Source: an optimization exercise on an open RTL-to-GDS flow (aim: small area). Production flows keep margins and buffers that such runs may drop. In this exercise RTL edits were held to simulation tests only and were not proved equivalent to the original. Power and IR drop assume default switching activity. The flow treats the clock pin as an ideal source, which a real chip does not have.

Setup of raven:
// rv_core
module rv_core (
    input  logic        clk,
    input  logic        reset,
    output logic [31:0] instr_addr,
    input  logic [31:0] instr_data,
    output logic        wb_valid,
    output logic [4:0]  wb_rd,
    output logic [31:0] wb_data
);
    logic [2:0]  phase;
    logic        rot;       
    logic        clr;       
    logic [9:0]  pc;        
    logic [31:0] T;         
    logic [7:0]  X;         
    logic        carry;
    logic        flag;
    logic        wbv;
    logic [4:0]  wbrd;
    logic [31*32-1:0] rf;   
    logic L, hp;
    assign hp = (phase == 3'd7) ? L : ~L;
    logic [64*32-1:0] dm;
    logic [6:0] opc;
    logic [4:0] rd, rs1, rs2;
    logic [2:0] f3;
    assign opc = instr_data[6:0];
    assign rd  = instr_data[11:7];
    assign f3  = instr_data[14:12];
    assign rs1 = instr_data[19:15];
    assign rs2 = instr_data[24:20];
    logic is_r, is_i, is_ld, is_st, is_br, is_alu;
    logic op_sll, op_srl, op_slt, op_sub, two_rot, wr_rd;
    assign is_r   = (opc == 7'b0110011);
    assign is_i   = (opc == 7'b0010011);
    assign is_ld  = (opc == 7'b0000011);
    assign is_st  = (opc == 7'b0100011);
    assign is_br  = (opc == 7'b1100011);
    assign is_alu = is_r | is_i;
    assign op_sll = is_alu & (f3 == 3'b001);
    assign op_srl = is_alu & (f3 == 3'b101);
    assign op_slt = is_alu & (f3 == 3'b010);
    assign op_sub = (is_r & (f3 == 3'b000) & instr_data[30]) | op_slt;
    assign two_rot = op_sll | op_srl | op_slt | is_ld | is_st;
    assign wr_rd  = (is_alu | is_ld) & (rd != 5'd0);
  ...
Size in the first run: about 3100 flip-flops, ~100 I/O pins, ~0.072 mm^2 of cells after synthesis.
==> flow/config.mk <==
export PLATFORM = sky130hd
export DESIGN_NAME = rv_core
export DESIGN_NICKNAME = rv_core
export VERILOG_FILES = /design/flow/design.v
export SDC_FILE = /design/flow/constraint.sdc
export NUM_CORES = 4
export LEC_CHECK = 0
export ABC_AREA = 1
export CAP_MARGIN = 20
export CORE_MARGIN = 2
export CORE_UTILIZATION = 65
export SLEW_MARGIN = 20
==> flow/constraint.sdc <==
create_clock -name core_clock -period 10.0 [get_ports {clk}]
set_input_delay 2.0000 -clock core_clock [delete_from_list [all_inputs] [get_ports {clk}]]
set_output_delay 2.0000 -clock core_clock [all_outputs]
set_load 0.01 [all_outputs]
standard.sh (not shown) runs the stock make flow with config.mk's settings and CLKGATE_MAP_FILE= SYNTH_SCRIPT=/design/flow/synth_recipe.tcl, a recipe that flattens the netlist after the stock synthesis.
==> flow/flow/run.sh <==
#!/bin/bash
# Own layout flow: the standard flow (standard.sh) with two changes.
#  1. Synthesis: the standard flow's own synthesis script, with ABC's mapping script
#     replaced by flow/area.abc (area-oriented). Registers are untouched.
#  2. CTS: larger sink clusters and no dummy loads.
# Each tool's output goes to its own log in this folder and in orfs/logs.
set -euo pipefail
W=$PWD
{ cat "$W/flow/abc_override.tcl"; cat "$W/synth_recipe.tcl"; } > "$W/my_synth.tcl"
export MY_ABC_SCRIPT="$W/flow/area.abc"
export CTS_ARGS="-sink_clustering_enable -repair_clock_nets -dont_use_dummy_load -sink_clustering_size 30 -sink_clustering_max_diameter 100"
bash "$W/standard.sh" SYNTH_SCRIPT="$W/my_synth.tcl" finish > "$W/standard.log" 2>&1
==> flow/flow/abc_override.tcl <==
# Replace the script of every ABC run with flow/area.abc (area-oriented mapping,
# no buffering or sizing: the layout flow repairs drive strengths later).
proc abc {args} {
  set i [lsearch -exact $args -script]
  if {$i >= 0} { set args [lreplace $args $i [expr {$i + 1}] -script $::env(MY_ABC_SCRIPT)] }
  set j [lsearch -exact $args -D]
  if {$j >= 0} { set args [lreplace $args $j [expr {$j + 1}]] }
  yosys abc {*}$args
}
==> flow/flow/area.abc <==
strash
balance
rewrite
refactor
balance
rewrite
rewrite -z
balance
refactor -z
rewrite -z
balance
dch -f
amap
topo
Changes in zinc relative to raven:
-- flow/flow/run.sh --
<<< raven, line 9
{ cat "$W/flow/abc_override.tcl"; cat "$W/synth_recipe.tcl"; } > "$W/my_synth.tcl"
export MY_ABC_SCRIPT="$W/flow/area.abc"
export CTS_ARGS="-sink_clustering_enable -repair_clock_nets -dont_use_dummy_load -sink_clustering_size 30 -sink_clustering_max_diameter 100"
bash "$W/standard.sh" SYNTH_SCRIPT="$W/my_synth.tcl" finish > "$W/standard.log" 2>&1
>>> zinc, line 9
{ cat "$W/flow/abc_override.tcl"; cat "$W/synth_recipe.tcl"; } > "$W/my_synth.tcl"
export MY_ABC_SCRIPT="$W/flow/area.abc"
export CTS_ARGS="-sink_clustering_enable -repair_clock_nets -dont_use_dummy_load -sink_clustering_size 20 -sink_clustering_max_diameter 60 -buf_list sky130_fd_sc_hd__clkbuf_8"
bash "$W/standard.sh" SYNTH_SCRIPT="$W/my_synth.tcl" finish > "$W/standard.log" 2>&1
### Flow results
zinc against raven; logic depth of the worst register-to-register path is down by a few percent.
There was hardly any difference in power share of the combinational group between zinc and raven.
Diff raven..zinc | area occupied by registers | negligible
As far as number of buffers other than clock buffers in the final layout goes, zinc and raven are indistinguishable; the numbers are identical.
Diff raven..zinc | post-cts hold buffer count | unchanged
Share of power burned in the clock network in zinc is 2.0 points below raven.
Compared with raven, zinc shows wire length of the first global-routing pass that has gone down slightly.
The faster design of the two is raven; zinc tops out lower.
zinc consumes less power than raven does.
For amber, these inputs were changed with respect to zinc:
==> flow/flow/run.sh <==
#!/bin/bash
# Own layout flow: the standard flow (standard.sh) with two changes.
#  1. Synthesis: the standard flow's own synthesis script, with ABC's mapping script
#     replaced by flow/area.abc (area-oriented). Registers are untouched.
#  2. CTS: larger sink clusters and no dummy loads.
#  3. Port buffers: the smallest buffer cell.
# Each tool's output goes to its own log in this folder and in orfs/logs.
set -euo pipefail
W=$PWD
{ cat "$W/flow/abc_override.tcl"; cat "$W/synth_recipe.tcl"; } > "$W/my_synth.tcl"
export MY_ABC_SCRIPT="$W/flow/area.abc"
export BUFFER_PORTS_ARGS="-buffer_cell sky130_fd_sc_hd__buf_1"
export CTS_ARGS="-sink_clustering_enable -repair_clock_nets -dont_use_dummy_load -sink_clustering_size 20 -sink_clustering_max_diameter 60 -buf_list sky130_fd_sc_hd__clkbuf_8"
bash "$W/standard.sh" SYNTH_SCRIPT="$W/my_synth.tcl" finish > "$W/standard.log" 2>&1
~same clock share of power in zinc and amber. From zinc to amber, number of storage elements in the synthesis netlist did not move at all. Compared amber against zinc; total chip power within noise. zinc → amber: number of nets in the layout flat; wire length of the first global-routing pass ~0 delta; net switching power flat; area after synthesis held. Fraction of power consumed by combinational cells: amber < zinc.
--- input diff amber..willow ---
Settings: CTS_CLUSTER_DIAMETER: unset -> 100; CTS_CLUSTER_SIZE: unset -> 30.
==> flow/run.sh (new file) <==
#!/bin/bash
# synth_recipe.tcl (not shown) runs the flow's synth.tcl, then flattens the netlist and writes it again
# the make line also repeats each setting of config.mk as NAME=value (left out here)
make -C /OpenROAD-flow-scripts/flow DESIGN_CONFIG=/design/flow/config.mk WORK_HOME=/design/flow/orfs CLKGATE_MAP_FILE= SYNTH_SCRIPT=/design/flow/synth_recipe.tcl finish
removed: flow/flow/run.sh
removed: flow/flow/abc_override.tcl
removed: flow/flow/area.abc
removed: flow/standard.sh
--- outcome ---
Compared to amber, willow has synthesis-to-finish area growth 0.48 points higher. amber has higher number of buffers inserted during clock tree synthesis than willow. willow against amber: routed wire length picked up an extra 6500 um, proportion of total power due to net switching neither gained nor lost much, via count picked up an extra 5.4%, setup slack picked up an extra 1750 ps, width of the chip picked up an extra 1.7%. Logic gate share of total power: lower on amber. Measured against each other, willow and amber differ in global-route usage, the lower figure coming from amber. willow against amber; critical path depth is down by a few percent. Comparing willow and amber, hold slack is lower on amber.

[static timing again, ports no longer ideal]
No port has a modelled driver above. Below, the same layouts with a new extraction and two added sets of constraints.
Step 1: set_driving_cell puts a clkbuf_16 on clk and a buf_2 on each other input, an assumption about the parent block.
Step 2 times the ports against the registers' clock, not the clock port: input delays grow and output delays shrink by t, the midpoint of the rising clock arrivals with the driver on.
Three values: no drivers, after step 1, after step 2; two values: the first two.
run | shift t [ns] | setup WS [ns] | clock arrival spread, ns
raven | 0.779 | 0.946 / 0.969 / 0.190 | 0.100 / 0.100
zinc | 0.900 | 0.814 / 0.835 / -0.065 | 0.101 / 0.102
amber | 0.912 | 0.642 / 0.675 / -0.237 | 0.097 / 0.096
willow | 0.814 | 2.394 / 2.447 / 1.634 | 0.037 / 0.037
Met with ideal ports but missed after step 2: setup timing in zinc and amber.
